From an optimization exercise on the open Yosys and OpenROAD flow, aimed at small area and a short achievable clock period; shortcuts taken in it are not production practice. Function was not checked in any run shown here: the RTL went through the layout flow alone. Power figures rest on the tool's default switching activity, not on a simulated workload. The clock port is modelled as an ideal driver; clocking choices that lean on that would not hold on a real chip.

$ cat constraint.sdc
create_clock -name core_clock -period 6.0 [get_ports {i_clk}]
set_input_delay 1.2000 -clock core_clock [delete_from_list [all_inputs] [get_ports {i_clk}]]
set_output_delay 1.2000 -clock core_clock [all_outputs]
set_load 0.01 [all_outputs]
$ cat design.v
package tenc_pkg;
    typedef struct packed {
        logic                          eof;
        logic                          bof;
        logic [2-1:0]   data;
    } in_sym_t;
    typedef struct packed {
        logic                          eof;
        logic                          bof;
        logic [6-1:0]   data;
    } res_word_t;
    typedef logic [10-1:0] blocksize_t;
    typedef logic [10-1:0] perm_p_t;
    typedef logic [12-1:0] perm_q_t;
    typedef logic [6-1:0] code_sel_t;
    typedef logic [32-1:0] wb_data_t;
endpackage
module sync_fifo #(
    parameter int  WIDTH     = 8,
    parameter int  ADDR_W    = 4
) (
    input  logic     i_clk,
    input  logic     i_rst,
    input  logic     i_wr,
    input  logic     i_rd,
    input  logic [WIDTH-1:0] i_w_data,
    output logic [WIDTH-1:0] o_r_data,
    output logic     o_empty,
    output logic     o_empty_nxt,
    output logic     o_not_full
);
    localparam int DEPTH = 1 << ADDR_W;
    localparam int LO_W  = (ADDR_W >= 4) ? 4 : ADDR_W;
    localparam int HI_W  = ADDR_W - LO_W;
    localparam int NLO   = 1 << LO_W;
    localparam int NHI   = 1 << HI_W;
    localparam logic [NLO-1:0] LO_FIRST_N = ~(NLO'(1));
    localparam logic [NHI-1:0] HI_FIRST_N = ~(NHI'(1));
    logic [DEPTH-1:0][WIDTH-1:0] mem;
    logic [WIDTH-1:0]  head;
    logic [NLO-1:0]    rlo;
    logic [NHI-1:0]    rhi;
    logic              empty_q;
    logic              one_q;
    logic              nfull_q;
    logic              push;
    logic              pop;
    logic              inc;
    logic              dec;
    logic              empty_n;
    logic [NLO-1:0]    wlo;
    logic [NHI-1:0]    whi;
    logic [NLO-1:0]    wlo_n;
    logic [NHI-1:0]    whi_n;
    logic [NHI-1:0][WIDTH-1:0] grp;
    logic              two;
    logic              f_last;
    logic [NHI-1:0]    rhi_up;
    logic [NHI-1:0]    rhi_dn;
    logic [WIDTH-1:0]  rd_word;
    assign push = i_wr & nfull_q;
    assign pop  = i_rd & ~empty_q;
    assign inc  = push & ~pop;
    assign dec  = pop & ~push;
    assign empty_n = inc ? 1'b0 : (dec ? one_q : empty_q);
    always_ff @(posedge i_clk)
    begin
        for (int k = 0; k < DEPTH; k++)
        begin
            if (whi[k / NLO] & wlo[k % NLO])
            begin
                mem[k] <= i_w_data;
            end
        end
    end
    always_comb
    begin
        rd_word = '0;
        for (int h = 0; h < NHI; h++)
        begin
            grp[h] = '0;
            for (int l = 0; l < NLO; l++)
            begin
                grp[h] = grp[h] | (mem[h * NLO + l] & {WIDTH{rlo[l]}});
            end
            rd_word = rd_word | (grp[h] & {WIDTH{rhi[h]}});
        end
    end
    always_ff @(posedge i_clk)
    begin
        if (empty_q | (pop & one_q))
        begin
            head <= i_w_data;
        end
        else if (pop)
        begin
            head <= rd_word;
        end
    end
    assign wlo = ~wlo_n;
    assign whi = ~whi_n;
    assign rhi_up = rlo[NLO-1] ? ((rhi << 1) | (rhi >> (NHI - 1))) : rhi;
    assign rhi_dn = (rlo[0] | rlo[1]) ? ((rhi >> 1) | (rhi << (NHI - 1))) : rhi;
    assign two    = (|(wlo & ((rlo << 1) | (rlo >> (NLO - 1))))) & (|(whi & rhi_up));
    assign f_last = (|(wlo & ((rlo >> 2) | (rlo << (NLO - 2))))) & (|(whi & rhi_dn));
    always_ff @(posedge i_clk)
    begin
        if (i_rst)
        begin
            wlo_n   <= LO_FIRST_N;
            whi_n   <= HI_FIRST_N;
            rlo     <= NLO'(2);
            rhi     <= NHI'(1);
            empty_q <= 1'b1;
            one_q   <= 1'b0;
            nfull_q <= 1'b1;
        end
        else
        begin
            if (push)
            begin
                wlo_n <= (wlo_n << 1) | (wlo_n >> (NLO - 1));
                if (~wlo_n[NLO-1])
                begin
                    whi_n <= (whi_n << 1) | (whi_n >> (NHI - 1));
                end
            end
            if (pop)
            begin
                rlo <= (rlo << 1) | (rlo >> (NLO - 1));
                if (rlo[NLO-1])
                begin
                    rhi <= (rhi << 1) | (rhi >> (NHI - 1));
                end
            end
            empty_q <= empty_n;
            one_q   <= inc ? empty_q : (dec ? two : one_q);
            nfull_q <= inc ? ~f_last : (dec ? 1'b1 : nfull_q);
        end
    end
    assign o_r_data    = head;
    assign o_empty     = empty_q;
    assign o_empty_nxt = i_rst | empty_n;
    assign o_not_full  = nfull_q;
endmodule
module wb_regs
(
    input  logic      i_clk,
    input  logic      i_rst,
    input  logic      i_wb_cyc,
    input  logic      i_wb_stb,
    input  logic      i_wb_we,
    input  tenc_pkg::wb_data_t  i_wb_dat,
    output logic      o_wb_ack,
    output tenc_pkg::wb_data_t  o_wb_dat,
    output logic      o_rx_push,
    output tenc_pkg::in_sym_t   o_rx_sym,
    input  logic      i_rx_empty,
    input  logic      i_rx_empty_nxt,
    input  logic      i_enc_ready,
    output logic      o_enc_valid,
    output logic      o_rx_pop,
    output logic      o_tx_pop,
    input  tenc_pkg::res_word_t i_tx_head,
    input  logic      i_tx_empty,
    input  logic      i_res_eof_accepted
);
    localparam int PUSH_BIT = 15;
    localparam int RDEN_BIT = 13;
    localparam int EOF_BIT  = 7;
    localparam int BOF_BIT  = 6;
    localparam int AVAIL_BIT = 15;
    localparam int ALIVE_BIT = 14;
    logic     req;
    logic     ack;
    logic     rd_en;
    logic     drain;
    logic     drain_n;
    logic     enc_valid;
    logic     readable;
    tenc_pkg::wb_data_t rdata;
    assign req = i_wb_cyc & i_wb_stb;
    assign o_rx_push = req & ~ack & i_wb_we & i_wb_dat[PUSH_BIT];
    assign o_rx_sym.eof  = i_wb_dat[EOF_BIT];
    assign o_rx_sym.bof  = i_wb_dat[BOF_BIT];
    assign o_rx_sym.data = i_wb_dat[1:0];
    assign o_tx_pop = req & ack & rd_en;
    assign o_rx_pop = enc_valid & i_enc_ready;
    always_ff @(posedge i_clk)
    begin
        if (i_rst)
        begin
            ack <= 1'b0;
        end
        else
        begin
            ack <= req & ~ack;
        end
    end
    always_ff @(posedge i_clk)
    begin
        if (i_rst)
        begin
            rd_en <= 1'b0;
        end
        else if (req & ack)
        begin
            rd_en <= i_wb_dat[RDEN_BIT];
        end
    end
    assign drain_n = (o_rx_push & i_wb_dat[EOF_BIT]) | (drain & ~i_rx_empty);
    always_ff @(posedge i_clk)
    begin
        if (i_rst)
        begin
            drain     <= 1'b0;
            enc_valid <= 1'b0;
        end
        else
        begin
            drain     <= drain_n;
            enc_valid <= drain_n & ~i_rx_empty_nxt;
        end
    end
    always_ff @(posedge i_clk)
    begin
        if (i_rst)
        begin
            readable <= 1'b0;
        end
        else if (i_res_eof_accepted)
        begin
            readable <= 1'b1;
        end
        else if (i_tx_empty)
        begin
            readable <= 1'b0;
        end
    end
    always_comb
    begin
        rdata            = '0;
        rdata[AVAIL_BIT] = readable;
        rdata[ALIVE_BIT] = 1'b1;
        rdata[7:0]       = i_tx_head;
    end
    assign o_wb_ack    = ack;
    assign o_wb_dat    = rdata;
    assign o_enc_valid = enc_valid;
endmodule
module code_param_rom
(
    input  logic       i_clk,
    input  logic       i_rst,
    input  tenc_pkg::code_sel_t  i_sel,
    output tenc_pkg::blocksize_t o_blocksize,
    output tenc_pkg::perm_p_t    o_p,
    output tenc_pkg::perm_q_t    o_q0,
    output tenc_pkg::perm_q_t    o_q1,
    output tenc_pkg::perm_q_t    o_q2,
    output tenc_pkg::perm_q_t    o_q3
);
    typedef struct packed {
        tenc_pkg::blocksize_t blocksize;
        tenc_pkg::perm_p_t    p;
        tenc_pkg::perm_q_t    q0;
        tenc_pkg::perm_q_t    q1;
        tenc_pkg::perm_q_t    q2;
        tenc_pkg::perm_q_t    q3;
    } code_entry_t;
    code_entry_t entry;
    function automatic code_entry_t lookup(input tenc_pkg::code_sel_t sel);
        code_entry_t e;
        case (sel)
            6'd0:        e = {10'd14,  10'd9,  12'd3, 12'd11, 12'd51,  12'd19};
            6'd1:        e = {10'd38,  10'd17, 12'd3, 12'd23, 12'd63,  12'd11};
            6'd2:        e = {10'd51,  10'd23, 12'd3, 12'd23, 12'd107, 12'd107};
            6'd3:        e = {10'd55,  10'd23, 12'd3, 12'd43, 12'd131, 12'd115};
            6'd4, 6'd33: e = {10'd59,  10'd23, 12'd3, 12'd11, 12'd23,  12'd219};
            6'd5:        e = {10'd62,  10'd23, 12'd3, 12'd35, 12'd63,  12'd63};
            6'd6:        e = {10'd69,  10'd25, 12'd3, 12'd7,  12'd111, 12'd103};
            6'd7:        e = {10'd84,  10'd23, 12'd3, 12'd7,  12'd83,  12'd71};
            6'd8:        e = {10'd85,  10'd23, 12'd3, 12'd55, 12'd255, 12'd215};
            6'd9:        e = {10'd93,  10'd25, 12'd3, 12'd31, 12'd111, 12'd107};
            6'd10:       e = {10'd96,  10'd25, 12'd3, 12'd11, 12'd103, 12'd107};
            6'd11:       e = {10'd100, 10'd23, 12'd3, 12'd35, 12'd131, 12'd127};
            6'd12:       e = {10'd108, 10'd29, 12'd3, 12'd19, 12'd123, 12'd123};
            6'd13:       e = {10'd115, 10'd29, 12'd3, 12'd23, 12'd239, 12'd239};
            6'd14:       e = {10'd123, 10'd31, 12'd3, 12'd15, 12'd7,   12'd3};
            6'd15:       e = {10'd128, 10'd31, 12'd3, 12'd7,  12'd135, 12'd131};
            6'd16:       e = {10'd130, 10'd31, 12'd3, 12'd7,  12'd11,  12'd3};
            6'd17:       e = {10'd144, 10'd31, 12'd3, 12'd3,  12'd3,   12'd3};
            6'd18:       e = {10'd170, 10'd33, 12'd3, 12'd63, 12'd523, 12'd515};
            6'd19:       e = {10'd175, 10'd37, 12'd3, 12'd11, 12'd3,   12'd11};
            6'd20:       e = {10'd188, 10'd37, 12'd3, 12'd15, 12'd167, 12'd159};
            6'd21:       e = {10'd192, 10'd37, 12'd3, 12'd7,  12'd183, 12'd123};
            6'd22:       e = {10'd194, 10'd39, 12'd3, 12'd3,  12'd319, 12'd319};
            6'd23:       e = {10'd256, 10'd45, 12'd3, 12'd7,  12'd199, 12'd183};
            6'd24:       e = {10'd264, 10'd43, 12'd3, 12'd3,  12'd27,  12'd11};
            6'd25:       e = {10'd298, 10'd49, 12'd3, 12'd15, 12'd23,  12'd3};
            6'd26:       e = {10'd307, 10'd49, 12'd3, 12'd27, 12'd3,   12'd7};
            6'd27:       e = {10'd333, 10'd49, 12'd3, 12'd23, 12'd3,   12'd23};
            6'd28:       e = {10'd355, 10'd53, 12'd3, 12'd19, 12'd239, 12'd223};
            6'd29:       e = {10'd400, 10'd53, 12'd3, 12'd43, 12'd243, 12'd219};
            6'd30:       e = {10'd438, 10'd59, 12'd3, 12'd7,  12'd247, 12'd243};
            6'd31:       e = {10'd444, 10'd59, 12'd3, 12'd35, 12'd731, 12'd715};
            6'd32:       e = {10'd539, 10'd65, 12'd3, 12'd15, 12'd31,  12'd3};
            default:     e = '0;
        endcase
        lookup = e;
    endfunction
    always_ff @(posedge i_clk)
    begin
        if (i_rst)
        begin
            entry <= '0;
        end
        else if (i_sel < 34)
        begin
            entry <= lookup(i_sel);
        end
        else
        begin
            entry <= '0;
        end
    end
    assign o_blocksize = entry.blocksize;
    assign o_p         = entry.p;
    assign o_q0        = entry.q0;
    assign o_q1        = entry.q1;
    assign o_q2        = entry.q2;
    assign o_q3        = entry.q3;
endmodule
module tenc_bridge_top
(
    input  logic       i_clk,
    input  logic       i_rst,
    input  logic       i_wb_cyc,
    input  logic       i_wb_stb,
    input  logic       i_wb_we,
    input  tenc_pkg::wb_data_t   i_wb_dat,
    output logic       o_wb_ack,
    output tenc_pkg::wb_data_t   o_wb_dat,
    input  tenc_pkg::code_sel_t  i_param_sel,
    output logic       o_enc_valid,
    input  logic       i_enc_ready,
    output tenc_pkg::in_sym_t    o_enc_sym,
    input  logic       i_res_valid,
    output logic       o_res_ready,
    input  tenc_pkg::res_word_t  i_res_word,
    output tenc_pkg::blocksize_t o_blocksize,
    output tenc_pkg::perm_p_t    o_p,
    output tenc_pkg::perm_q_t    o_q0,
    output tenc_pkg::perm_q_t    o_q1,
    output tenc_pkg::perm_q_t    o_q2,
    output tenc_pkg::perm_q_t    o_q3
);
    logic      rx_push;
    tenc_pkg::in_sym_t   rx_sym;
    logic      rx_pop;
    logic      rx_empty;
    logic      rx_empty_nxt;
    logic      tx_push;
    logic      tx_pop;
    logic      tx_not_full;
    logic      tx_empty;
    tenc_pkg::res_word_t tx_head;
    logic      res_eof_accepted;
    assign o_res_ready      = tx_not_full;
    assign tx_push          = i_res_valid & tx_not_full;
    assign res_eof_accepted = tx_push & i_res_word.eof;
    wb_regs u_regs (
        .i_clk              (i_clk),
        .i_rst              (i_rst),
        .i_wb_cyc           (i_wb_cyc),
        .i_wb_stb           (i_wb_stb),
        .i_wb_we            (i_wb_we),
        .i_wb_dat           (i_wb_dat),
        .o_wb_ack           (o_wb_ack),
        .o_wb_dat           (o_wb_dat),
        .o_rx_push          (rx_push),
        .o_rx_sym           (rx_sym),
        .i_rx_empty         (rx_empty),
        .i_rx_empty_nxt     (rx_empty_nxt),
        .i_enc_ready        (i_enc_ready),
        .o_enc_valid        (o_enc_valid),
        .o_rx_pop           (rx_pop),
        .o_tx_pop           (tx_pop),
        .i_tx_head          (tx_head),
        .i_tx_empty         (tx_empty),
        .i_res_eof_accepted (res_eof_accepted)
    );
    sync_fifo #(
        .WIDTH     (2 + 2),
        .ADDR_W    (4)
    ) u_rx_fifo (
        .i_clk    (i_clk),
        .i_rst    (i_rst),
        .i_wr     (rx_push),
        .i_rd     (rx_pop),
        .i_w_data (rx_sym),
        .o_r_data (o_enc_sym),
        .o_empty  (rx_empty),
        .o_empty_nxt (rx_empty_nxt),
        .o_not_full  ()
    );
    sync_fifo #(
        .WIDTH     (6 + 2),
        .ADDR_W    (8)
    ) u_tx_fifo (
        .i_clk    (i_clk),
        .i_rst    (i_rst),
        .i_wr     (tx_push),
        .i_rd     (tx_pop),
        .i_w_data (i_res_word),
        .o_r_data (tx_head),
        .o_empty  (tx_empty),
        .o_empty_nxt (),
        .o_not_full  (tx_not_full)
    );
    code_param_rom u_rom (
        .i_clk       (i_clk),
        .i_rst       (i_rst),
        .i_sel       (i_param_sel),
        .o_blocksize (o_blocksize),
        .o_p         (o_p),
        .o_q0        (o_q0),
        .o_q1        (o_q1),
        .o_q2        (o_q2),
        .o_q3        (o_q3)
    );
endmodule
$ cat config.mk
export PLATFORM = sky130hd
export DESIGN_NAME = tenc_bridge_top
export DESIGN_NICKNAME = tenc_bridge_top
export VERILOG_FILES = /design/flow/design.v
export SDC_FILE = /design/flow/constraint.sdc
export NUM_CORES = 4
export LEC_CHECK = 0
export CAP_MARGIN = 20
export CORE_MARGIN = 2
export CORE_UTILIZATION = 65
export CTS_CLUSTER_DIAMETER = 100
export CTS_CLUSTER_SIZE = 30
export SETUP_SLACK_MARGIN = 3.3
export SLEW_MARGIN = 20
$ cat run.sh
#!/bin/bash
# synth_recipe.tcl (not shown) runs the flow's synth.tcl, then flattens the netlist and writes it again
# the make line also repeats each setting of config.mk as NAME=value (left out here)
make -C /OpenROAD-flow-scripts/flow DESIGN_CONFIG=/design/flow/config.mk WORK_HOME=/design/flow/orfs CLKGATE_MAP_FILE= SYNTH_SCRIPT=/design/flow/synth_recipe.tcl finish
==> results of run 1 <==
-- what timing repair did --
action / 4_1_cts / 5_1_grt
pin swaps: 29 / 38
setup endpoints to repair: 115 / 32
setup buffers: 63 / 14
resized for setup: 230 / 89
hold buffers: 0 / 0
cloned: 4 / 5
-- per-layer routing --
layer	wire length, um	track usage [%]	share of wire, %
met3	26730	7.099	11
met1	89750	51.01	38
met4	10720	14.07	4.5
met2	110400	54.58	46
met5	65	0	0.027
-- cell families (layout without fill, tap and decap cells) --
logic type	after synthesis	in the layout	synth area share, %
flip-flops	2265	2265	79.24
adder cells (fa/ha/maj)	11	11	0.1637
multiplexers	36	36	0.4346
buffers and inverters	509	463	2.591
AO/OA/AOI/OAI	1372	1372	13.58
other	2	48	0.008934
AND/OR/NAND/NOR	738	738	3.986
-- power groups by stage --
| stage | combinational (mW) | clock, mW | sequential [mW] |
|---|---|---|---|
| 6_report | 0.792 | 7.34 | 17.7 |
| 4_1_cts | 0.772 | 7.36 | 17.7 |
| 3_5_place_dp | 0.786 | 0 | 18.0 |
| 2_1_floorplan | 0.345 | 0 | 17.9 |
| 3_3_place_gp | 0.769 | 0 | 18.0 |
| 5_1_grt | 0.837 | 7.83 | 17.7 |
-- worst max path at each step --
stage | to | slack [ns] | cells after the start
2_1_floorplan | u_rom.entry[27] | 3.35 | 9
3_3_place_gp | u_tx_fifo.rhi[0] | 1.56 | 7
3_5_place_dp | u_tx_fifo.rhi[13] | 1.51 | 7
4_1_cts | u_rx_fifo.one_q | 3.06 | 9
5_1_grt | u_tx_fifo.head[5] | 3.19 | 7
6_report | u_tx_fifo.head[5] | 3.23 | 7
-- critical path, cell delays in order, from the launching register on --
cell and delay, ns:
dfxtp_4 0.45, buf_4 0.31, a22o_1 0.27, a221oi_1 0.28, nand4_1 0.30, a22oi_2 0.33
and4_2 0.39, a31oi_1 0.13
-- layout make-up --
cell class	count	area [um2]	share of cell area [%]
Antenna cell	2	5.005	0.005507
Clock buffer	144	2391	2.631
Clock inverter	6	62.56	0.06883
Inverter	60	242.7	0.2671
Multi-Input combinational cell	2203	16310	17.94
Sequential cell	2265	66720	73.41
Tap cell	1729	2163	2.380
Timing Repair Buffer	252	2992	3.292
Timing Repair inverter	1	5.005	0.005507
-- cell usage in the layout (no fill, tap or decap), types with 46 or more instances in the layout --
master	count
clkbuf_1	57
inv_1	53
a21oi_1	67
a221oi_1	450
conb_1	46
a221oi_2	87
buf_4	85
edfxtp_1	2124
nand4_1	132
nor2_1	317
dlygate4sd2_1	50
nand2_1	173
dfxtp_1	92
a22o_1	539
clkbuf_16	91
-- through the flow --
step,utilization (%),power [mW]
global placement,67.28,18.78
detailed placement,67.28,18.81
floorplan,-,18.26
global route,70.99,26.36
CTS,70.46,25.79
finish,71.00,25.80
-- registers in the layout, indices dropped and copies added, names as in the netlist, 4 cells and up --
register         cells
u_rom.entry         34
u_rx_fifo.head       4
u_rx_fifo.mem       64
u_rx_fifo.rlo       16
u_rx_fifo.wlo_n     16
u_tx_fifo.head       8
u_tx_fifo.mem     2048
u_tx_fifo.rhi       16
u_tx_fifo.rlo       16
u_tx_fifo.whi_n     16
u_tx_fifo.wlo_n     16
-- synth_stat cells, types with 8 or more instances --
master,count,area (um2)
nor2_1,320,1201
ha_1,11,137.6
a221oi_1,543,4756
mux2i_1,35,350.3
a22o_1,544,4765
buf_1,90,337.8
a211o_1,12,105.1
buf_4,59,442.9
nor3_1,12,60.06
o211ai_1,24,180.2
o22ai_1,19,118.9
a31oi_1,20,125.1
a41oi_1,8,70.07
nand4_1,132,825.8
nand2b_1,15,93.84
dfxtp_1,141,2823
clkbuf_1,268,1006
a211oi_1,9,67.56
nand2_1,175,656.9
a22oi_1,57,427.9
nand3_1,35,175.2
nor2b_1,15,93.84
edfxtp_1,2124,63780
inv_1,54,202.7
and4_1,10,87.58
buf_2,30,150.1
o21ai_0,35,175.2
a21oi_1,69,345.3
==> reports/results.ini, run 1 <==
[synthesis]
ys_async_sr_fraction_pct = 0
synth_edf_count = 2124
yosys_warnings = 4
syn_inst = 4933
synthFlopType = edfxtp_1
synth.ff_latch_count = 2265
synth_area_um2 = 84060
synthDistinctLibCells = 61
ys_seq_area_share_pct = 79.24
syn_avg_cell_area_um2 = 17.04

[final_layout]
stdcell_count = 6662
finalNetCount = 4932
areaGrowthSynthToFinish_pct = 8.123
final_layout_size_suffix_gt1_share_pct = 9.795
fill_cells = 8042
fin_area_um2 = 90880

[cts]
root_buffer = clkbuf_16
cts.sinks = 2265
clk_latency_ns = 0.75
clkTransAtPathRegs_ns = 0.12
cts_tree = built
htreeDepth = 3
clockBufferDepth = 3
cts_buffers = 85

[sta]
rsz0062_at_grt = yes
hold_viol_final = 0
max_freq_mhz = 360.4
finalSetupViolations = 0
finalCritPeriodShare_pct = 46.25
tightest_slew_ns = 1.233
whs_ns = 0.4859
worst_slack_ns = 3.225
finClkSkew_ns = 0.02169
slew_viol_final = 0
period_minus_slack_ns = 2.775
relSlewSlack_pct = 17.83
final.setup.tns_ns = 0

[min_path]
min_path_type = reg -> reg
hp-start = u_rx_fifo.wlo_n[15]
min_delay_path_depth = 2
hold_end = u_rx_fifo.wlo_n[0]

[detailed_routing]
drt-total-wl_mm = 237.7
ant_nets = 0
vias = 48540
drt-pass1-iter-count = 7
drc_errors = 0
drt_iter0_drc = 7207
post_drt_via_cell_ratio = 7.285
wire_per_inst_um = 35.68

[pwr]
internal_power_mw = 20.44
vdd_drop_max_mv = 0.2667
p_leak_nw = 28.14
swShare_pct = 20.79
powerDensity_nw_per_um2 = 283.9
comb_power_share_pct = 3.1
sequentialPowerShare_pct = 68.5
power.switching_mw = 5.364
pwr-share-clk_pct = 28.4

[setup_path]
r2r_start = u_tx_fifo.rlo[4]
worstSetupPathType = reg -> reg
rrSetupSlack_ns = 3.23
crit_fanout = 33
reg2reg_depth = 7
critical_path_arrival_ns = 3.24
worstPathRequired_ns = 6.47
r2r_end = u_tx_fifo.head[5]
startpoint = u_tx_fifo.rlo[4]
cp-start-kind = flop
critPathCaptureType = flop

[placement]
place_area_um2 = 86130
port_buffers = 87
pre_cts_slack_ns = 1.509
dp.cells = 6424
hpwlAfterDp_mm = 128.6
gp_congestion = 0.8803

[outcome]
status = no timing/DRC/antenna violations

[floorplanning]
io_pins = 160
initial_utilization_pct = 65.66
die_w_um = 363.6
rows = 131
core-area_um2 = 128000
dieArea_um2 = 132200
die_height_um = 363.6

[grt]
gr-total-overflow = 0
grt_max_degree = 153
grt_pass1_wl_mm = 331.8
antenna_found_initial = 4
first_global_vias = 45540
grt_usage_pct = 35.54

[job]
max-cap-violations = 0

==> run 2: changes to the inputs <==
--- a/design.v
+++ b/design.v
@@ -17,7 +17,8 @@
 endpackage
 module sync_fifo #(
     parameter int  WIDTH     = 8,
-    parameter int  ADDR_W    = 4
+    parameter int  ADDR_W    = 4,
+    parameter bit  SPACED_POPS = 1'b0
 ) (
     input  logic     i_clk,
     input  logic     i_rst,
@@ -38,6 +39,9 @@
     localparam logic [NHI-1:0] HI_FIRST_N = ~(NHI'(1));
     logic [DEPTH-1:0][WIDTH-1:0] mem;
     logic [WIDTH-1:0]  head;
+    logic [WIDTH-1:0]  head_nxt;
+    logic [WIDTH-1:0]  nxt;
+    logic [WIDTH-1:0]  r_out;
     logic [NLO-1:0]    rlo;
     logic [NHI-1:0]    rhi;
     logic              empty_q;
@@ -86,16 +90,24 @@
             rd_word = rd_word | (grp[h] & {WIDTH{rhi[h]}});
         end
     end
-    always_ff @(posedge i_clk)
-    begin
-        if (empty_q | (pop & one_q))
-        begin
-            head <= i_w_data;
+    generate
+        if (SPACED_POPS)
+        begin : g_prefetch
+            always_ff @(posedge i_clk)
+            begin
+                nxt <= one_q ? i_w_data : rd_word;
+            end
         end
-        else if (pop)
-        begin
-            head <= rd_word;
+        else
+        begin : g_direct
+            assign nxt = rd_word;
         end
+    endgenerate
+    assign head_nxt = (empty_q | (pop & one_q)) ? i_w_data : (pop ? nxt : head);
+    always_ff @(posedge i_clk)
+    begin
+        head  <= head_nxt;
+        r_out <= head_nxt;
     end
     assign wlo = ~wlo_n;
     assign whi = ~whi_n;
@@ -138,7 +150,7 @@
             nfull_q <= inc ? ~f_last : (dec ? 1'b1 : nfull_q);
         end
     end
-    assign o_r_data    = head;
+    assign o_r_data    = r_out;
     assign o_empty     = empty_q;
     assign o_empty_nxt = i_rst | empty_n;
     assign o_not_full  = nfull_q;
@@ -406,7 +418,8 @@
     );
     sync_fifo #(
         .WIDTH     (6 + 2),
-        .ADDR_W    (8)
+        .ADDR_W    (8),
+        .SPACED_POPS (1'b1)
     ) u_tx_fifo (
         .i_clk    (i_clk),
         .i_rst    (i_rst),
--- a/config.mk
+++ b/config.mk
@@ -8,7 +8,5 @@
 export CAP_MARGIN = 20
 export CORE_MARGIN = 2
 export CORE_UTILIZATION = 65
-export CTS_CLUSTER_DIAMETER = 100
-export CTS_CLUSTER_SIZE = 30
 export SETUP_SLACK_MARGIN = 3.3
 export SLEW_MARGIN = 20
==> run 2 against run 1 <==
Power rose by 23%. Sequential power barely moved. Clock-buffer cell count rose by 129. Maximum frequency fell by 6.4%. Non-clock buffer count rose by 15. Clock power rose by 81%. Die area rose by 0.78%. First-iteration DRC count rose by 21%. Via count rose by 4.7%. Synthesized cell count rose by 1.7%. Area after synthesis rose by 0.79%. Flip-flop and latch count rose by 8.
==> reports/results.ini, run 2 <==
[final_layout]
layout_common_cells = edfxtp_1, a22o_1, a221oi_1
largest-register = u_tx_fifo.mem
largest_reg_flops = 2048
finalNetCount = 5163
fin_area_um2 = 96080
seq_area_um2 = 66860
final_layout_size_suffix_gt1_share_pct = 12.99
fill_cells = 7808
reg_top3 = u_tx_fifo.mem x2048, u_rx_fifo.mem x64, u_rom.entry x34
final_common_cell = edfxtp_1
multiInputGateArea_um2 = 16360
areaGrowthSynthToFinish_pct = 13.40

[pwr]
power.switching_mw = 6.585
p_leak_nw = 30.55
pwr-share-clk_pct = 41.7
swShare_pct = 20.68
internal_power_mw = 25.26
finalPower_mw = 31.84
sequentialPowerShare_pct = 55.6
powerDensity_nw_per_um2 = 331.5
vdd_drop_max_mv = 0.3010
comb_power_share_pct = 2.7

[setup_path]
critPathCaptureType = flop
rrSetupSlack_ns = 3.03
reg2reg_depth = 7
startpoint = u_tx_fifo.rlo[14]
worstPathRequired_ns = 6.71
r2r_start = u_tx_fifo.rlo[14]
crit_fanout = 28
critical_path_arrival_ns = 3.68
timing.critical_path.to = u_tx_fifo.nxt[7]
r2r_end = u_tx_fifo.nxt[7]
worstSetupPathType = reg -> reg
cp-start-kind = flop

[synthesis]
synthFlopType = edfxtp_1
ys_seq_area_share_pct = 78.80
synthDistinctLibCells = 65
synth_area_um2 = 84720
ys_async_sr_fraction_pct = 0
syn_inst = 5015
synth_common_cells = edfxtp_1, a22o_1, a221oi_1
synth_most_common_cell = edfxtp_1
synth.ff_latch_count = 2273
synth_edf_count = 2124
yosysTopAreaCell = edfxtp_1
synth_area_leaders = edfxtp_1, a22o_1, a221oi_1, dfxtp_1, a22oi_1
syn_avg_cell_area_um2 = 16.89
synth_top_area_share_pct = 75.28
yosys_warnings = 4

[detailed_routing]
ant_nets = 0
drt_iter0_drc = 8727
vias = 50820
wire_per_inst_um = 35.45
drc_errors = 0
drt-pass1-iter-count = 7
post_drt_via_cell_ratio = 7.232
drt-total-wl_mm = 249.1

[floorplanning]
die_height_um = 365.0
dieArea_um2 = 133200
rows = 132
die_w_um = 365.0
initial_utilization_pct = 65.43
io_pins = 160
core-area_um2 = 129500

[grt]
antenna_found_initial = 11
first_global_vias = 47140
grt.busiest_layer = met2
gr-total-overflow = 0
grt_max_degree = 153
use_met1_pct = 53.61
met2_usage_pct = 55.56
grt_usage_pct = 37.11
gr-usage-met3_pct = 8.913
grt_pass1_wl_mm = 346.6

[placement]
gp_congestion = 0.9209
place_area_um2 = 86600
hpwlAfterDp_mm = 129.9
pre_cts_slack_ns = 1.862
port_buffers = 87

[sta]
finClkSkew_ns = 0.03504
hold_viol_final = 0
final.setup.tns_ns = 0
worst_slack_ns = 3.034
max_freq_mhz = 337.2
tightest_slew_ns = 1.242
slew_viol_final = 0
finalSetupViolations = 0
relSlewSlack_pct = 16.89
whs_ns = 0.4485
rsz0062_at_grt = yes
period_minus_slack_ns = 2.966
finalCritPeriodShare_pct = 49.43

[cts]
root_buffer = clkbuf_16
clk_latency_ns = 0.85
clockBufferDepth = 3
holdBufCountCts = 0
clkTransAtPathRegs_ns = 0.07
htreeDepth = 4
cts_tree = built
cts_buffers = 215
cts.sinks = 2273

[min_path]
min_path_type = reg -> reg
hp-start = u_regs.ack

[outcome]
status = no timing/DRC/antenna violations

[job]
max-cap-violations = 0

run 2: cell types whose count changed after synthesis, sizes merged, moves of 8 or more:
cell,delta
a22o,-106
clkbuf,-102
buf,+97
a22oi,+180
dfxtp,+8
mux2,+11
o21ai,+42
a221oi,-104
nand3,+50
run 2: worst max-delay path: stages (launching register included):
cell      delay, ns
dfxtp_4        0.41
buf_12         0.18
a22o_1         0.22
a221oi_1       0.24
nand4_1        0.40
a22oi_2        0.48
nand4_1        0.36
o41a_1         0.52
run 2: timing repair:
action,in CTS,in global routing
resized for setup,293,52
endpoints found under the setup margin,105,26
cloned,13,4
pin swaps,52,22
setup buffers,76,6
run 2: cell type report:
class / instances / area share, %
Clock buffer: 273 / 6.031
Inverter: 63 / 0.2539
Antenna cell: 4 / 0.01042
Tap cell: 1742 / 2.269
Clock inverter: 126 / 1.102
Multi-Input combinational cell: 2279 / 17.03
Sequential cell: 2273 / 69.59
Timing Repair Buffer: 267 / 3.713
run 2: metal layers:
metal	wire, um	share of wire, %	vias to the layer above
li1	-	-	20720
met1	93690	38	25870
met2	113800	46	3667
met3	31310	13	552
met4	10200	4.1	10
met5	67	0.027	-
run 2: cell families (layout without fill, tap and decap cells):
group | count (synthesis) | in the layout | synth area share, %
other | 2 | 50 | 0.008864
adder cells (fa/ha/maj) | 11 | 11 | 0.1624
AND/OR/NAND/NOR | 781 | 781 | 4.225
AO/OA/AOI/OAI | 1393 | 1393 | 13.31
buffers and inverters | 507 | 729 | 2.909
multiplexers | 48 | 48 | 0.5848
flip-flops | 2273 | 2273 | 78.80
run 2: worst min-delay path by stage:
stage                         end  slack, ns  cells after the start
2_1_floorplan   u_rx_fifo.nfull_q       0.44                      2
3_3_place_gp   u_rx_fifo.wlo_n[6]       0.46                      2
3_5_place_dp   u_rx_fifo.wlo_n[6]       0.47                      2
4_1_cts                u_regs.ack       0.45                      1
5_1_grt                u_regs.ack       0.48                      1
6_report               u_regs.ack       0.45                      1
run 2: power by group through the flow:
stage / logic [mW] / registers, mW / clock network, mW
2_1_floorplan: 0.348 / 18.0 / 0
3_3_place_gp: 0.826 / 18.0 / 0
3_5_place_dp: 0.845 / 18.0 / 0
4_1_cts: 0.834 / 17.7 / 13.3
5_1_grt: 0.896 / 17.7 / 13.9
6_report: 0.855 / 17.7 / 13.3
run 2: through the flow:
| stage | utilization, % | std cells |
|---|---|---|
| 4_1_cts | 73.91 | 7013 |
| 5_1_grt | 74.19 | 7023 |
| 2_1_floorplan | - | 5059 |
| 6_report | 74.20 | 7027 |
| 3_3_place_gp | 66.88 | 6525 |
| 3_5_place_dp | 66.88 | 6525 |
==> run 3: changes to the inputs <==
--- a/design.v
+++ b/design.v
@@ -327,13 +327,9 @@
         begin
             entry <= '0;
         end
-        else if (i_sel < 34)
-        begin
-            entry <= lookup(i_sel);
-        end
         else
         begin
-            entry <= '0;
+            entry <= lookup(i_sel);
         end
     end
     assign o_blocksize = entry.blocksize;
--- a/config.mk
+++ b/config.mk
@@ -8,5 +8,7 @@
 export CAP_MARGIN = 20
 export CORE_MARGIN = 2
 export CORE_UTILIZATION = 65
+export CTS_CLUSTER_DIAMETER = 100
+export CTS_CLUSTER_SIZE = 30
 export SETUP_SLACK_MARGIN = 3.3
 export SLEW_MARGIN = 20
==> run 3 against run 2 <==
Largest cell class unchanged. Non-clock buffer count shrank 25. Die area about the same. Flip-flop and latch count is the same. Core utilization fell by 3.9 points. Routed wire length shrank 4.3%. Register-to-register slack gained 0.09 ns. Global-route usage is 1.6 points lower. Clock power down 45%.
==> reports/results.ini, run 3 <==
[detailed_routing]
drt-pass1-iter-count = 6
post_drt_via_cell_ratio = 7.269
drc_errors = 0
drt-total-wl_mm = 238.5
drt_iter0_drc = 7495
vias = 48690
ant_nets = 0
wire_per_inst_um = 35.60

[synthesis]
ys_seq_area_share_pct = 78.84
yosys-mux-area-fraction_pct = 0.6354
yosys.area_share.simple_pct = 4.001
synth_common_cells = edfxtp_1, a22o_1, a221oi_1
synth_most_common_cell = edfxtp_1
synthDistinctLibCells = 66
synthFlopType = edfxtp_1
synth.ff_latch_count = 2273
yosysTopAreaCell = edfxtp_1
ys_async_sr_fraction_pct = 0
syn_avg_cell_area_um2 = 17.02
syn_inst = 4974
synth-compound-area-share_pct = 13.45
synth_xor_area_share_pct = 0.01034
synth_fa_ha_area_share_pct = 0.1625
yosys_warnings = 4
synth_edf_count = 2124
synth_area_leaders = edfxtp_1, a22o_1, a221oi_1, dfxtp_1, a22oi_1
synth_area_um2 = 84680
synth_top_area_share_pct = 75.32
synth_top_family_by_area = compound AO/OA/AOI/OAI gates

[setup_path]
crit_fanout = 14
critical_path_arrival_ns = 3.52
cp-start-kind = flop
worstPathRequired_ns = 6.65
path_cells = buf_6, buf_12, a22o_1, a221oi_2, nand4_1, a22oi_2, nand4_1, o41a_1
critPathCaptureType = flop
cp.buffers_inverters = 2
worstSetupPathType = reg -> reg
cp_top_family = compound AO/OA/AOI/OAI gates
slowest_stage = dfxtp_4
slowest_delay_ns = 0.45
cp_common_cell = nand4_1

[outcome]
status = no timing/DRC/antenna violations

[pwr]
vdd_drop_max_mv = 0.3255
p_leak_nw = 28.12
powerDensity_nw_per_um2 = 284.2

[job]
max-cap-violations = 0

[final_layout]
largest-register = u_tx_fifo.mem
finalNetCount = 4965
final_common_cell = edfxtp_1
final_layout_size_suffix_gt1_share_pct = 9.408
largest_reg_flops = 2048
areaGrowthSynthToFinish_pct = 7.434
reg_top3 = u_tx_fifo.mem x2048, u_rx_fifo.mem x64, u_rom.entry x34
layout_common_cells = edfxtp_1, a22o_1, a221oi_1

[grt]
first_global_vias = 45090
grt_max_degree = 149
antenna_found_initial = 6
gr-total-overflow = 0
grt_pass1_wl_mm = 333.4
grt_usage_pct = 35.52

[sta]
relSlewSlack_pct = 16.45
whs_ns = 0.4861
tightest_slew_ns = 1.251
hold_viol_final = 0
max_freq_mhz = 348.1
rsz0062_at_grt = yes
finalSetupViolations = 0
finClkSkew_ns = 0.02603
final.setup.tns_ns = 0
slew_viol_final = 0
period_minus_slack_ns = 2.873
finalCritPeriodShare_pct = 47.89

[cts]
clk_latency_ns = 0.75
clockBufferDepth = 3
cts_tree = built
htreeDepth = 3
holdBufCountCts = 0
cts_buffers = 85
clkTransAtPathRegs_ns = 0.12
root_buffer = clkbuf_16
cts.sinks = 2273

[floorplanning]
die_w_um = 364.9
dieArea_um2 = 133200
rows = 132
core-area_um2 = 129500
io_pins = 160
initial_utilization_pct = 65.40
die_height_um = 364.9

[placement]
gp_congestion = 0.9007
port_buffers = 87
hpwlAfterDp_mm = 130.1

[min_path]
min_path_type = reg -> reg

==> run 3: cell types whose count changed after synthesis, sizes merged, moves of 9 or more <==
cell	change
a211o	+26
a221oi	+10
a22o	+13
a22oi	-10
a31oi	-14
and3	+13
nand2	-41
nand3	-19
nor2	+12
o21ai	-9
==> run 3: cell type report <==
type                       instances  area, um2
fill                            8402      38510
clock inverter                     5      51.30
tap                             1742       2180
timing repair buffer             242       2859
multi-input combinational       2240      16420
inverter                          59      227.7
antenna                            4      10.01
sequential                      2273      66860
clock buffer                     134       2375
==> run 3: what timing repair did <==
| item | in CTS | in global routing |
|---|---|---|
| cloned | 5 | 2 |
| setup buffers | 56 | 17 |
| gates resized for setup | 252 | 47 |
| endpoints found under the hold margin | 0 | 0 |
| pin swaps | 51 | 36 |
| setup endpoints to repair | 132 | 45 |
==> run 3: logic make-up after synthesis <==
family                     count (synthesis)
other                                      2
AOI/OAI and AO/OA                       1394
adders and majority gates                 11
xor gates and xnor gates                   1
buffers and inverters                    506
muxes                                     49
and+or+nand+nor                          738
DFF                                     2273
==> run 3: worst register-to-register path: stages (launching register included) <==
cell	delay (ns)
dfxtp_4	0.45
buf_6	0.21
buf_12	0.17
a22o_1	0.24
a221oi_2	0.25
nand4_1	0.30
a22oi_2	0.37
nand4_1	0.37
o41a_1	0.43
==> run 3: path summary, 6_finish.rpt <==
| path | slack [ns] | cells past startpoint | end | from |
|---|---|---|---|---|
| setup / recovery | 3.13 | 8 | u_tx_fifo.nxt[1] | u_tx_fifo.rlo[15] |
| hold / removal | 0.49 | 2 | u_rx_fifo.wlo_n[0] | u_rx_fifo.wlo_n[15] |
| setup reg to reg | 3.13 | 8 | u_tx_fifo.nxt[1] | u_tx_fifo.rlo[15] |
| hold reg to reg | 0.49 | 2 | u_rx_fifo.wlo_n[0] | u_rx_fifo.wlo_n[15] |
==> run 3: metal layers <==
layer | global-route usage (%) | share of wire, % | vias to the layer above
li1 | - | - | 20120
met1 | 52.63 | 39 | 25130
met2 | 55.53 | 47 | 3055
met3 | 5.913 | 11 | 387
met4 | 9.990 | 3.1 | 2
met5 | 0 | 0.0055 | -
==> run 3: stage by stage <==
stage               std cells  area [um2]  total power [mW]  setup slack (ns)  utilization [%]
floorplan                5018       84850             18.33             3.251                -
global placement         6476       86520             18.85             1.947            66.82
detailed placement       6476       86520             18.88             1.873            66.82
CTS                      6676       90580             25.84             3.004            69.95
global route             6696       90970             26.40             3.178            70.25
finish                   6699       90970             25.85             3.127            70.26
==> run 3: power by group <==
part	switching, mW	internal (mW)
Clock	4.54	2.78
Sequential	0.145	17.6
Combinational	0.663	0.156
==> run 4: changes to the inputs <==
==> flow/run.sh (new file) <==
#!/bin/bash
# Layout flow: the standard flow (standard.sh) with different tool options
# for the port buffers and the clock tree. Each ORFS step keeps its own log
# under orfs/logs/; the make output goes to standard_flow.log here.
set -e
cp standard.sh standard_sh_used.txt
# Port buffers: a regular buffer instead of the default pick (a delay cell)
export BUFFER_PORTS_ARGS="-buffer_cell sky130_fd_sc_hd__buf_4"
# Clock tree: larger sink clusters and no dummy loads
export CTS_ARGS="-sink_clustering_enable -repair_clock_nets -sink_clustering_size 30 -sink_clustering_max_diameter 100 -dont_use_dummy_load"
bash standard.sh finish > standard_flow.log 2>&1
==> standard.sh (new file) <==
#!/bin/bash
# synth_recipe.tcl (not shown) runs the flow's synth.tcl, then flattens the netlist and writes it again
# the make line also repeats each setting of config.mk as NAME=value (left out here)
make -C /OpenROAD-flow-scripts/flow DESIGN_CONFIG=/design/flow/config.mk WORK_HOME=/design/flow/orfs CLKGATE_MAP_FILE= SYNTH_SCRIPT=/design/flow/synth_recipe.tcl "${@:-finish}"
removed: run.sh
==> run 4 against run 3 <==
Still clean. Design area is 0.77% lower. Die area is the same. Global-route usage shrank 0.70 points. Register-to-register slack improved by 0.03 ns. Routed wire length down 2.0%. Non-clock buffer count decreased by 15. Clock power shrank 4.2%. Sequential power barely moved. Clock-buffer cell count fell by 49. Flip-flop and latch count stayed put. Hold slack lost 0.0053 ns. Clock skew up 0.014 ns. Largest cell class unchanged.
==> reports/results.ini, run 4 <==
[outcome]
status = no timing/DRC/antenna violations

[synthesis]
ys_async_sr_fraction_pct = 0
synth_area_leaders = edfxtp_1, a22o_1, a221oi_1, dfxtp_1, a22oi_1
synthDistinctLibCells = 66
synth_area_um2 = 84680
synth_top_area_share_pct = 75.32
ys_seq_area_share_pct = 78.84
yosys_warnings = 4
synthFlopType = edfxtp_1
synth.ff_latch_count = 2273
yosysTopAreaCell = edfxtp_1
synth_common_cells = edfxtp_1, a22o_1, a221oi_1
synth_most_common_cell = edfxtp_1
syn_inst = 4974
syn_avg_cell_area_um2 = 17.02
synth_edf_count = 2124

[sta]
period_minus_slack_ns = 2.841
final.setup.tns_ns = 0
hold_viol_final = 0
rsz0062_at_grt = yes
slew_viol_final = 0
finClkSkew_ns = 0.04001
max_freq_mhz = 352.0
relSlewSlack_pct = 12.13
finalSetupViolations = 0
finalCritPeriodShare_pct = 47.35
worst_slack_ns = 3.159
whs_ns = 0.4808
tightest_slew_ns = 1.318

[pwr]
powerDensity_nw_per_um2 = 283.0
swShare_pct = 20.59
pwr-share-clk_pct = 27.5
sequentialPowerShare_pct = 69.5
vdd_drop_max_mv = 0.2569
p_leak_nw = 27.79
comb_power_share_pct = 3.1
finalPower_mw = 25.54
internal_power_mw = 20.28
power.switching_mw = 5.261

[cts]
root_buffer = clkbuf_16
cts_buffers = 85
clkTransAtPathRegs_ns = 0.12
holdBufCountCts = 0
htreeDepth = 3
clk_latency_ns = 0.73
cts.sinks = 2273
cts_tree = built
clockBufferDepth = 3

[final_layout]
fin_area_um2 = 90280
largest-register = u_tx_fifo.mem
fin_util_pct = 69.72
stdcell_count = 6627
final_layout_size_suffix_gt1_share_pct = 9.789
reg_top3 = u_tx_fifo.mem x2048, u_rx_fifo.mem x64, u_rom.entry x34
layout_common_cells = edfxtp_1, a22o_1, a221oi_1
largest_reg_flops = 2048
final_common_cell = edfxtp_1
fill_cells = 8414
areaGrowthSynthToFinish_pct = 6.608
finalNetCount = 4949

[floorplanning]
die_height_um = 364.9
rows = 132
initial_utilization_pct = 65.40
io_pins = 160
core-area_um2 = 129500
die_w_um = 364.9
dieArea_um2 = 133200

[detailed_routing]
vias = 48390
drt-pass1-iter-count = 9
post_drt_via_cell_ratio = 7.301
wire_per_inst_um = 35.25
drt_iter0_drc = 7661
drt-total-wl_mm = 233.6
ant_nets = 0
drc_errors = 0

[setup_path]
cp-start-kind = flop
worstSetupPathType = reg -> reg
worstPathRequired_ns = 6.63
critical_path_arrival_ns = 3.47
critPathCaptureType = flop
crit_fanout = 31

[grt]
antenna_found_initial = 5
gr-total-overflow = 0
first_global_vias = 45160
grt_pass1_wl_mm = 329.3
grt_max_degree = 150
grt_usage_pct = 34.82

[job]
max-cap-violations = 0

[placement]
dp.cells = 6470
place_area_um2 = 86270
gp_congestion = 0.9101
pre_cts_slack_ns = 2.297
port_buffers = 87
hpwlAfterDp_mm = 128.6

[min_path]
min_path_type = reg -> reg

==> run 4: changes by cell type in the layout (fill, tap and decap cells not counted), sizes merged, moves of 2 or more <==
cell,previous run,this run
buf,166,221
clkbuf,139,86
clkdlybuf4s15,2,0
clkdlybuf4s50,13,0
diode,4,2
dlygate4sd2,51,0
inv,62,58
==> run 4: final timing paths <==
| check | start | to | slack [ns] | cells after the start |
|---|---|---|---|---|
| min | u_rx_fifo.wlo_n[15] | u_rx_fifo.wlo_n[0] | 0.48 | 2 |
| max | u_tx_fifo.rlo[1] | u_tx_fifo.nxt[3] | 3.16 | 7 |
| min reg2reg | u_rx_fifo.wlo_n[15] | u_rx_fifo.wlo_n[0] | 0.48 | 2 |
| max reg2reg | u_tx_fifo.rlo[1] | u_tx_fifo.nxt[3] | 3.16 | 7 |
==> run 4: area by class of cell <==
| type | count | area [um2] | area share, % |
|---|---|---|---|
| multi-input cells | 2239 | 16280 | 18.03 |
| well taps | 1742 | 2180 | 2.414 |
| clock buffers | 85 | 2127 | 2.356 |
| repair buffers | 227 | 2614 | 2.895 |
| flip-flops and latches | 2273 | 66850 | 74.05 |
| inverters | 59 | 222.7 | 0.2467 |
| diodes | 2 | 5.005 | 0.005544 |
==> run 4: repair_timing <==
item / in CTS / in global routing
cloned: 5 / 1
setup endpoints to repair: 29 / 14
pin swaps: 38 / 33
resized for setup: 127 / 44
setup buffers: 51 / 12
==> run 4: power by group through the flow <==
stage | Sequential (mW) | Combinational, mW | Clock, mW
after floorplan | 18.0 | 0.350 | 0
after global placement | 18.1 | 0.746 | 0
after detailed placement | 18.1 | 0.768 | 0
after CTS | 17.7 | 0.771 | 7.00
after global routing | 17.8 | 0.833 | 7.51
final | 17.7 | 0.784 | 7.02
==> run 4: worst max-delay path: stages (launching register included) <==
cell      delay (ns)
dfxtp_4         0.43
buf_6           0.23
a22o_1          0.25
a221oi_1        0.32
nand4_1         0.32
a22oi_2         0.29
nand4_1         0.41
o41a_1          0.45
==> run 4: cell families after synthesis <==
| group | count (synthesis) | share of synthesized area, % |
|---|---|---|
| and+or+nand+nor | 738 | 4.001 |
| muxes | 49 | 0.6353 |
| DFF | 2273 | 78.84 |
| other | 2 | 0.008869 |
| xor gates and xnor gates | 1 | 0.01034 |
| AOI/OAI and AO/OA | 1394 | 13.45 |
| buffers and inverters | 506 | 2.890 |
| adders and majority gates | 11 | 0.1625 |
==> run 4: layer usage <==
layer  track usage [%]  share of wire, %  wire [um]
met5                 0             0.011         26
met4             9.901               3.1       7131
met3             6.573                12      27260
met2             53.80                46     108500
met1             51.57                39      90720
==> run 5: changes to the inputs <==
--- a/design.v
+++ b/design.v
@@ -18,6 +18,7 @@
 module sync_fifo #(
     parameter int  WIDTH     = 8,
     parameter int  ADDR_W    = 4,
+    parameter int  LO_BITS   = 4,
     parameter bit  SPACED_POPS = 1'b0
 ) (
     input  logic     i_clk,
@@ -31,7 +32,7 @@
     output logic     o_not_full
 );
     localparam int DEPTH = 1 << ADDR_W;
-    localparam int LO_W  = (ADDR_W >= 4) ? 4 : ADDR_W;
+    localparam int LO_W  = (ADDR_W >= LO_BITS) ? LO_BITS : ADDR_W;
     localparam int HI_W  = ADDR_W - LO_W;
     localparam int NLO   = 1 << LO_W;
     localparam int NHI   = 1 << HI_W;
@@ -41,6 +42,9 @@
     logic [WIDTH-1:0]  head;
     logic [WIDTH-1:0]  head_nxt;
     logic [WIDTH-1:0]  nxt;
+    logic [NHI-1:0][WIDTH-1:0] grp_q;
+    logic [WIDTH-1:0]  last_w;
+    logic              was_one;
     logic [WIDTH-1:0]  r_out;
     logic [NLO-1:0]    rlo;
     logic [NHI-1:0]    rhi;
@@ -79,7 +83,6 @@
     end
     always_comb
     begin
-        rd_word = '0;
         for (int h = 0; h < NHI; h++)
         begin
             grp[h] = '0;
@@ -87,7 +90,6 @@
             begin
                 grp[h] = grp[h] | (mem[h * NLO + l] & {WIDTH{rlo[l]}});
             end
-            rd_word = rd_word | (grp[h] & {WIDTH{rhi[h]}});
         end
     end
     generate
@@ -95,12 +97,31 @@
         begin : g_prefetch
             always_ff @(posedge i_clk)
             begin
-                nxt <= one_q ? i_w_data : rd_word;
+                grp_q   <= grp;
+                last_w  <= i_w_data;
+                was_one <= one_q;
+            end
+            always_comb
+            begin
+                rd_word = '0;
+                for (int h = 0; h < NHI; h++)
+                begin
+                    rd_word = rd_word | (grp_q[h] & {WIDTH{rhi[h]}});
+                end
+                nxt = was_one ? last_w : rd_word;
             end
         end
         else
         begin : g_direct
-            assign nxt = rd_word;
+            always_comb
+            begin
+                rd_word = '0;
+                for (int h = 0; h < NHI; h++)
+                begin
+                    rd_word = rd_word | (grp[h] & {WIDTH{rhi[h]}});
+                end
+                nxt = rd_word;
+            end
         end
     endgenerate
     assign head_nxt = (empty_q | (pop & one_q)) ? i_w_data : (pop ? nxt : head);
@@ -415,6 +436,7 @@
     sync_fifo #(
         .WIDTH     (6 + 2),
         .ADDR_W    (8),
+        .LO_BITS   (5),
         .SPACED_POPS (1'b1)
     ) u_tx_fifo (
         .i_clk    (i_clk),
--- a/flow/run.sh
+++ b/flow/run.sh
@@ -7,5 +7,5 @@
 # Port buffers: a regular buffer instead of the default pick (a delay cell)
 export BUFFER_PORTS_ARGS="-buffer_cell sky130_fd_sc_hd__buf_4"
 # Clock tree: larger sink clusters and no dummy loads
-export CTS_ARGS="-sink_clustering_enable -repair_clock_nets -sink_clustering_size 30 -sink_clustering_max_diameter 100 -dont_use_dummy_load"
+export CTS_ARGS="-sink_clustering_enable -repair_clock_nets -sink_clustering_size 24 -sink_clustering_max_diameter 100 -dont_use_dummy_load"
 bash standard.sh finish > standard_flow.log 2>&1
--- a/config.mk
+++ b/config.mk
@@ -9,6 +9,6 @@
 export CORE_MARGIN = 2
 export CORE_UTILIZATION = 65
 export CTS_CLUSTER_DIAMETER = 100
-export CTS_CLUSTER_SIZE = 30
-export SETUP_SLACK_MARGIN = 3.3
+export CTS_CLUSTER_SIZE = 24
+export SETUP_SLACK_MARGIN = 3.4
 export SLEW_MARGIN = 20
==> run 5 against run 4 <==
Die area increased by 1.9%. Clock-buffer cell count is 23 higher. Combinational power up 19%. Setup slack improved by 0.12 ns. Clock skew grew 0.016 ns. Design area is 1.8% higher. Maximum frequency is 4.4% higher. Area after synthesis rose by 1.9%. Clock power increased by 14%. Largest cell class unchanged. Highest routed layer unchanged.
==> reports/results.ini, run 5 <==
[outcome]
status = no timing/DRC/antenna violations

[pwr]
p_leak_nw = 28.74
internal_power_mw = 21.52
vdd_drop_max_mv = 0.2886
comb_power_share_pct = 3.4
swShare_pct = 20.86
pwr-share-clk_pct = 29.3
power.switching_mw = 5.674
sequentialPowerShare_pct = 67.2
powerDensity_nw_per_um2 = 296.0

[placement]
port_buffers = 87
place_area_um2 = 88870
dp.cells = 6818
pre_cts_slack_ns = 2.303
gp_congestion = 0.9201
hpwlAfterDp_mm = 155.8

[cts]
htreeDepth = 3
cts.sinks = 2354
cts_buffers = 108
cts_tree = built
root_buffer = clkbuf_16
clkTransAtPathRegs_ns = 0.10
holdBufCountCts = 0
clockBufferDepth = 3
clk_latency_ns = 0.78

[sta]
slew_viol_final = 0
period_minus_slack_ns = 2.722
whs_ns = 0.3756
hold_viol_final = 0
final.setup.tns_ns = 0
tightest_slew_ns = 1.375
max_freq_mhz = 367.4
worst_slack_ns = 3.278
finClkSkew_ns = 0.05588
rsz0062_at_grt = yes
relSlewSlack_pct = 8.204
finalSetupViolations = 0
finalCritPeriodShare_pct = 45.37

[setup_path]
cp_top_family = flip-flops
critical_path_arrival_ns = 1.52
path_cells = buf_6
slowest_stage = edfxtp_1
crit_fanout = 1
worstSetupPathType = reg -> out
cp.buffers_inverters = 1
slowest_delay_ns = 0.56
worstPathRequired_ns = 4.80
critPathCaptureType = output port
cp-start-kind = flop

[grt]
use_met1_pct = 57.97
gr-total-overflow = 0
first_global_vias = 48640
grt_usage_pct = 40.28
grt.busiest_layer = met2
gr-usage-met3_pct = 9.537
grt_max_degree = 171
met2_usage_pct = 60.57
grt_pass1_wl_mm = 378.1
antenna_found_initial = 8

[final_layout]
largest_reg_flops = 2048
layout_common_cells = edfxtp_1, a22oi_1, nor2_1
stdcell_count = 6938
areaGrowthSynthToFinish_pct = 6.501
fin_area_um2 = 91870
final_common_cell = edfxtp_1
reg_top3 = u_tx_fifo.mem x2048, u_rx_fifo.mem x64, u_tx_fifo.grp_q x64
finalNetCount = 5245
final_layout_size_suffix_gt1_share_pct = 9.712
largest-register = u_tx_fifo.mem

[detailed_routing]
drt-total-wl_mm = 274.4
drc_errors = 0
drt_iter0_drc = 9561
vias = 52360
wire_per_inst_um = 39.55
post_drt_via_cell_ratio = 7.546
ant_nets = 0
drt-pass1-iter-count = 8

[synthesis]
syn_avg_cell_area_um2 = 16.57
ys_async_sr_fraction_pct = 0
synth_common_cells = edfxtp_1, a22oi_1, nor2_1
synth_area_leaders = edfxtp_1, a22oi_1, dfxtp_1, a22o_1, nor2_1
yosysTopAreaCell = edfxtp_1
ys_seq_area_share_pct = 79.27
syn_inst = 5207
yosys_warnings = 4
synth.ff_latch_count = 2354
synth_area_um2 = 86260
synth_most_common_cell = edfxtp_1
synthFlopType = edfxtp_1
synth_edf_count = 2124
synthDistinctLibCells = 66
synth_top_area_share_pct = 73.94

[floorplanning]
die_w_um = 368.3
die_height_um = 368.3
core-area_um2 = 131600
initial_utilization_pct = 65.54
dieArea_um2 = 135600
io_pins = 160
rows = 133

[job]
max-cap-violations = 0

[min_path]
min_path_type = reg -> reg

## run 5: cell types whose count changed after synthesis, sizes merged, moves of 29 or more
cell    previous run  this run
or4                1        65
a22oi            227       820
dfxtp            149       230
a22o             451       145
nand3             66       148
a221oi           449       139
a21oi             71       100
## run 5: through the flow
stage	utilization [%]	total power, mW
after floorplan	-	18.94
after global placement	67.40	19.51
after detailed placement	67.51	19.54
after CTS	69.69	27.11
after global routing	69.79	27.72
final	69.80	27.20
## run 5: kinds of logic after synthesis
| family | share of synthesized area (%) |
|---|---|
| other | 0.008706 |
| buffers and inverters | 2.664 |
| AO/OA/AOI/OAI | 12.58 |
| flip-flops | 79.27 |
| adder cells (fa/ha/maj) | 0.1595 |
| multiplexers | 0.1421 |
| AND/OR/NAND/NOR | 5.175 |
## run 5: power groups by stage
stage | logic [mW] | registers [mW] | clock network [mW]
global placement | 0.874 | 18.6 | 0
CTS | 0.902 | 18.3 | 7.94
detailed placement | 0.897 | 18.6 | 0
global route | 0.968 | 18.3 | 8.45
floorplan | 0.364 | 18.6 | 0
finish | 0.935 | 18.3 | 7.98
## run 5: worst register-to-register path: cells and delay by family (launching register included)
| family | cells | cell delay (ns) |
|---|---|---|
| AOI/OAI and AO/OA | 2 | 0.67 |
| buffers and inverters | 1 | 0.40 |
| DFF | 1 | 0.50 |
| and+or+nand+nor | 2 | 0.87 |
## run 5: metal layers
metal / wire (um) / vias to the layer above
met5: 50 / -
met4: 13300 / 8
met3: 38270 / 725
met2: 123700 / 4270
met1: 99070 / 26600
li1: - / 20750
## run 5: area by class of cell
class / instances / area (um2)
antenna: 4 / 10.01
timing repair buffer: 258 / 2287
tap: 1755 / 2196
sequential: 2354 / 68510
clock buffer: 108 / 2703
multi-input combinational: 2390 / 15900
fill: 8605 / 39760
inverter: 69 / 262.8
## run 5: worst paths after layout
path,start,cells after the start,to,slack [ns]
setup / recovery,u_tx_fifo.r_out[1],1,o_wb_dat[1],3.28
hold / removal,u_tx_fifo.one_q,0,u_tx_fifo.was_one,0.38
setup reg to reg,u_tx_fifo.rlo[26],5,u_tx_fifo.grp_q[18],3.38
hold reg to reg,u_tx_fifo.one_q,0,u_tx_fifo.was_one,0.38
## run 5: what timing repair did
item	CTS	global route
resized for setup	27	10
endpoints found under the setup margin	37	23
cloned	1	0
setup buffers	3	2
pin swaps	0	1
==> run 6: changes to the inputs <==
--- a/design.v
+++ b/design.v
@@ -46,6 +46,7 @@
     logic [WIDTH-1:0]  last_w;
     logic              was_one;
     logic [WIDTH-1:0]  r_out;
+    logic [WIDTH-1:0]  out_nxt;
     logic [NLO-1:0]    rlo;
     logic [NHI-1:0]    rhi;
     logic              empty_q;
@@ -125,10 +126,11 @@
         end
     endgenerate
     assign head_nxt = (empty_q | (pop & one_q)) ? i_w_data : (pop ? nxt : head);
+    assign out_nxt = pop ? (one_q ? i_w_data : nxt) : (empty_q ? i_w_data : head);
     always_ff @(posedge i_clk)
     begin
         head  <= head_nxt;
-        r_out <= head_nxt;
+        r_out <= out_nxt;
     end
     assign wlo = ~wlo_n;
     assign whi = ~whi_n;
==> run 6 against run 5 <==
Non-clock buffer count down 14. Clock skew up 0.0029 ns. Design area up 0.32%. Via count up 1.3%. Combinational power about the same. Highest routed layer unchanged.
==> reports/results.ini, run 6 <==
[placement]
hpwlAfterDp_mm = 157.8
pre_cts_slack_ns = 1.954
port_buffers = 87
gp_congestion = 0.9244
place_area_um2 = 89010

[final_layout]
layout_common_cells = edfxtp_1, a22oi_1, nor2_1
fin_area_um2 = 92170
final_common_cell = edfxtp_1
fill_cells = 8653
reg_top3 = u_tx_fifo.mem x2048, u_rx_fifo.mem x64, u_tx_fifo.grp_q x64
largest_reg_flops = 2048
finalNetCount = 5311
final_layout_size_suffix_gt1_share_pct = 9.209
largest-register = u_tx_fifo.mem
areaGrowthSynthToFinish_pct = 6.439

[sta]
rsz0062_at_grt = no
hold_viol_final = 0
final.setup.tns_ns = 0
whs_ns = 0.4744
worst_slack_ns = 3.329
slew_viol_final = 0
tightest_slew_ns = 1.353
finalCritPeriodShare_pct = 44.51
max_freq_mhz = 374.4
finClkSkew_ns = 0.05878
relSlewSlack_pct = 9.693
period_minus_slack_ns = 2.671
finalSetupViolations = 0

[cts]
holdBufCountCts = 0
clkTransAtPathRegs_ns = 0.09
root_buffer = clkbuf_16
clockBufferDepth = 3
cts_tree = built
clk_latency_ns = 0.78
cts.sinks = 2366
cts_buffers = 108
htreeDepth = 3

[synthesis]
synthFlopType = edfxtp_1
synth.ff_latch_count = 2366
syn_inst = 5287
synth_top_area_share_pct = 73.66
yosys_warnings = 4
synth_xor_area_share_pct = 0.01011
yosys.area_share.simple_pct = 5.533
yosys-mux-area-fraction_pct = 0.2586
synth_edf_count = 2124
syn_avg_cell_area_um2 = 16.38
ys_async_sr_fraction_pct = 0
synth_area_leaders = edfxtp_1, a22oi_1, dfxtp_1, a22o_1, a221oi_1
ys_seq_area_share_pct = 79.25
synth_top_family_by_area = compound AO/OA/AOI/OAI gates
synth_common_cells = edfxtp_1, a22oi_1, nor2_1
synth_fa_ha_area_share_pct = 0.1705
synthDistinctLibCells = 61
synth-compound-area-share_pct = 12.10
yosysTopAreaCell = edfxtp_1
synth_most_common_cell = edfxtp_1
synth_area_um2 = 86590

[grt]
met2_usage_pct = 60.34
grt.busiest_layer = met2
grt_max_degree = 173
antenna_found_initial = 13
gr-total-overflow = 0
gr-usage-met3_pct = 10.28
first_global_vias = 48990
grt_usage_pct = 40.64
use_met1_pct = 57.44
grt_pass1_wl_mm = 381.6

[pwr]
p_leak_nw = 28.74
powerDensity_nw_per_um2 = 295.9
vdd_drop_max_mv = 0.3124
finalPower_mw = 27.27

[detailed_routing]
drc_errors = 0
drt_iter0_drc = 10150
post_drt_via_cell_ratio = 7.571
drt-pass1-iter-count = 6
drt-total-wl_mm = 278.5
vias = 53040
wire_per_inst_um = 39.75
ant_nets = 0

[outcome]
status = no timing/DRC/antenna violations

[floorplanning]
rows = 133
dieArea_um2 = 136200
initial_utilization_pct = 65.70
core-area_um2 = 131800
die_height_um = 369.0
die_w_um = 369.0
io_pins = 160

[setup_path]
critPathCaptureType = flop
cp-start-kind = flop
worstSetupPathType = reg -> reg
crit_fanout = 37
worstPathRequired_ns = 6.65
critical_path_arrival_ns = 3.32

[min_path]
min_path_type = reg -> reg

[job]
max-cap-violations = 0

[run 6: cell type report]
class                      instances  area, um2  share of cell area [%]
sequential                      2366      68760                   74.60
multi-input combinational       2462      16020                   17.38
clock buffer                     108       2703                   2.932
timing repair buffer             244       2216                   2.404
tap                             1755       2196                   2.382
inverter                          62      244.0                  0.2647
timing repair inverter             3      15.01                 0.01629
antenna                            6      15.01                 0.01629
[run 6: path summary, 6_finish.rpt]
kind | from | endpoint | slack (ns) | cells after the start
min reg2reg | u_regs.readable | u_regs.readable | 0.47 | 2
min | u_regs.readable | u_regs.readable | 0.47 | 2
max | u_tx_fifo.rlo[22] | u_tx_fifo.grp_q[42] | 3.33 | 5
max reg2reg | u_tx_fifo.rlo[22] | u_tx_fifo.grp_q[42] | 3.33 | 5
[run 6: logic make-up after synthesis]
family / Yosys count
flops: 2366
compound gates: 1384
simple gates: 998
buf+inv: 503
mux: 21
fa+ha+maj: 12
other cells: 2
xor+xnor: 1
[run 6: power by group]
part | internal (mW) | leakage, nW | switching (mW) | total [mW]
Sequential | 18.2 | 21.2 | 0.161 | 18.4
Combinational | 0.178 | 6.17 | 0.753 | 0.932
Clock | 3.21 | 1.33 | 4.76 | 7.97
Total | 21.6 | 28.7 | 5.67 | 27.3
[run 6: metal layers]
metal  wire length, um  vias to the layer above
li1                  -                    20940
met1             96920                    26610
met2            123300                     4653
met3             42130                      818
met4             16040                       16
met5               102                        -
[run 6: what timing repair did]
| item | in CTS | in global routing |
|---|---|---|
| buffers inserted | 9 | 5 |
| cloned | 1 | 2 |
| pin swaps | 2 | 0 |
| setup endpoints to repair | 42 | 18 |
| gates resized for setup | 16 | 16 |
[run 6: worst max-delay path, cell delays in order (launching register included)]
cell and delay (ns):
dfxtp_4 0.59, buf_12 0.33, a22o_1 0.25, a221oi_1 0.46
nand3_1 0.25, or4_1 0.61
[run 6: metrics by stage]
stage	std cells	util, %
after floorplan	5331	-
after CTS	6991	69.74
after global placement	6869	67.45
final	7006	69.93
after detailed placement	6873	67.53
after global routing	7000	69.92

## what the ideal ports hide
No port has a modelled driver above. Below, the same layouts with a new extraction and two added sets of constraints.
Step 1, drivers: a clkbuf_16 drives i_clk and a buf_2 each remaining input, both assumed.
Step 2 moves the port delays by t, midway between the first and last clock arrival at a register: inputs arrive t later, outputs are due t later. That takes back most of the time a late clock gives input paths.
a / b / c = ideal / step 1 / step 2; a / b = the first two.
run | t, ns | setup slack, ns | worst setup path after step 2 | latest minus earliest clock arrival (ns) | slew at the worst register clock pin (ns)
run 1 | 0.826 | 3.225 / 3.204 / 2.627 | input to register | 0.034 / 0.034 | 0.12 / 0.12
run 2 | 0.914 | 3.034 / 3.034 / 2.491 | input to register | 0.036 / 0.036 | 0.07 / 0.07
run 3 | 0.825 | 3.127 / 3.127 / 2.640 | input to register | 0.030 / 0.030 | 0.12 / 0.12
run 4 | 0.799 | 3.159 / 3.159 / 2.752 | input to register | 0.054 / 0.054 | 0.12 / 0.12
run 5 | 0.843 | 3.278 / 3.191 / 2.551 | input to register | 0.059 / 0.059 | 0.10 / 0.10
run 6 | 0.837 | 3.329 / 3.329 / 2.721 | input to register | 0.076 / 0.076 | 0.10 / 0.10
After both steps every run listed still meets setup and hold. For run 5, which loses most, drivers alone change the setup slack by -0.087 ns; drivers and shift together by -0.727 ns.
